Background: an optimization exercise with open tools, aiming at small area. Do not read the settings as production practice.
In this exercise RTL edits were held to simulation tests only and were not proved equivalent to the original.
Power is estimated from default activity; no workload was simulated. The flow treats the clock pin as an ideal source, which a real chip does not have.

==> flow/design.v (excerpt) <==
module route_table_move_to_front #(
   parameter int ENTRIES = 32
) (
   input  wire logic          clock,
   input  wire logic          reset,
   input  wire logic          req_tvalid,
   output logic               req_tready,
   input  wire logic [87:0]   req_tdata,
   input  wire logic [1:0]    req_tuser,    
   output logic               rsp_tvalid,
   input  wire logic          rsp_tready,
   output logic [47:0]        rsp_tdata,
   output logic [1:0]         rsp_tuser     
);
   localparam int CNT_W = $clog2(ENTRIES + 1);
   localparam int W     = rtmf_pkg::ENTRY_W;
   logic [32:0]            req_key;
   logic [W-1:0]           new_entry;
   logic [W-1:0]           head;
   logic [47:0]            spare;
   logic                   put_key;
   logic                   put_hop;
   logic                   put_new;
   logic                   take_key;
   logic                   take_hop;
   logic                   clear_spare;
   logic [CNT_W-1:0]       route_count;
   assign req_key   = rtmf_pkg::make_key(req_tdata[31:0], req_tdata[37:32]);
   assign new_entry = {req_key, req_tdata[85:70], req_tdata[69:38]};
   rtmf_ctrl #(
  ...
Size in the first run: about 3,500 cells after synthesis, ~150 I/O pins.
export LEC_CHECK = 0
export ABC_AREA = 1
export ABC_CLOCK_PERIOD_IN_PS = 8000
export CAP_MARGIN = 20
export CORE_MARGIN = 2
export CORE_UTILIZATION = 40
export SLEW_MARGIN = 20
create_clock -name core_clock -period 8.0 [get_ports {clock}]
standard.sh (not shown) runs the stock make flow with config.mk's settings and CLKGATE_MAP_FILE= SYNTH_SCRIPT=/design/flow/synth_recipe.tcl, a recipe that flattens the netlist after the stock synthesis.
==> flow/flow/run.sh <==
#!/bin/bash
# Standard layout, with two changes: clock tree synthesis without dummy loads,
# and port buffers of the smallest buffer cell.
set -euo pipefail
export CTS_ARGS="-sink_clustering_enable -repair_clock_nets -dont_use_dummy_load -sink_clustering_size 38 -sink_clustering_max_diameter 50"
export BUFFER_PORTS_ARGS="-buffer_cell sky130_fd_sc_hd__buf_1"
bash standard.sh > standard.log 2>&1
Then changed:
--- a/flow/flow/run.sh
+++ b/flow/flow/run.sh
@@ -2,0 +3 @@
+# in clusters of up to 33 sinks on clkbuf_16 with clkbuf_8 above them,
@@ -5 +6 @@
-export CTS_ARGS="-sink_clustering_enable -repair_clock_nets -dont_use_dummy_load -sink_clustering_size 38 -sink_clustering_max_diameter 50"
+export CTS_ARGS="-sink_clustering_enable -repair_clock_nets -dont_use_dummy_load -buf_list \"sky130_fd_sc_hd__clkbuf_8 sky130_fd_sc_hd__clkbuf_16\" -sink_clustering_buffer sky130_fd_sc_hd__clkbuf_16 -root_buf sky130_fd_sc_hd__clkbuf_8 -tree_buf sky130_fd_sc_hd__clkbuf_8 -sink_clustering_size 33 -sink_clustering_max_diameter 150"
=> The new run completed without violations; clock skew rose by 26 ps; worst setup slack gets better by 82 ps; register-to-register slack is worse by 30 ps; critical path depth shrinks by 2; first-iteration DRC count falls by 0.67%; count of clock-buffer cells in the layout goes down by 47; utilization went down by 0.88 points; routed wire length shrinks by 0.51%; non-clock buffer count stays the same; global-route usage drops by 0.15 points; area after synthesis does not change.
Then changed:
==> flow/flow/run.sh (replaced) <==
#!/bin/bash
# Standard layout, with two changes: clock tree synthesis without dummy loads,
# and port buffers of the smallest buffer cell.
set -euo pipefail
export CTS_ARGS="-sink_clustering_enable -repair_clock_nets -dont_use_dummy_load -sink_clustering_size 36 -sink_clustering_max_diameter 70"
export BUFFER_PORTS_ARGS="-buffer_cell sky130_fd_sc_hd__buf_1"
bash standard.sh > standard.log 2>&1
After rerunning: The new run went through all stages and came out clean; synthesized cell count stays the same; power increases by 1.9%; final area climbs by 0.55%; fmax falls by 1.4%; via count went up by 0.46%; worst setup slack is worse by 82 ps; hold slack is better by 42 ps; die area does not change; cell count is about the same; routed wire length goes down by 0.33%; global-route usage barely changes.
Then changed:
--- a/flow/flow/run.sh
+++ b/flow/flow/run.sh
@@ -2,0 +3 @@
+# in clusters of up to 33 sinks on clkbuf_16 with clkbuf_8 above them,
@@ -5 +6 @@
-export CTS_ARGS="-sink_clustering_enable -repair_clock_nets -dont_use_dummy_load -sink_clustering_size 36 -sink_clustering_max_diameter 70"
+export CTS_ARGS="-sink_clustering_enable -repair_clock_nets -dont_use_dummy_load -buf_list \"sky130_fd_sc_hd__clkbuf_8 sky130_fd_sc_hd__clkbuf_16\" -sink_clustering_buffer sky130_fd_sc_hd__clkbuf_16 -root_buf sky130_fd_sc_hd__clkbuf_8 -tree_buf sky130_fd_sc_hd__clkbuf_8 -sink_clustering_size 33 -sink_clustering_max_diameter 100"
=>
- routed wire length barely changes
- register-to-register slack stays flat
- non-clock buffer count stays the same
- setup slack improved by 110 ps

afterwards: timing with drivers on the ports:
The results above use ideal ports. As a check the final layouts listed here were re-extracted and re-timed, cells and wires unchanged. Step 1 assumes that a clkbuf_16 drives the clock port and a buf_2 every other input. Step 2 also shifts input and output timing later by t, the mid clock arrival at the registers, as if the neighbouring blocks saw the same clock. Slacks: no drivers / after step 1 / after step 2; pairs: no drivers / after step 1.
run	shift t [ns]	setup slack, ns	worst register clock-pin slew, ns
the first run	0.800	1.978 / 1.983 / 1.182	0.12 / 0.12
the second run	0.919	2.059 / 2.063 / 1.144	0.12 / 0.12
the third run	0.784	1.977 / 1.963 / 1.179	0.12 / 0.12
the fourth run	0.920	2.088 / 2.090 / 1.170	0.12 / 0.12
After both steps setup and hold are still met in every run listed. For the fourth run, which loses most, drivers alone change the setup slack by +0.002 ns; drivers and shift together by -0.918 ns.
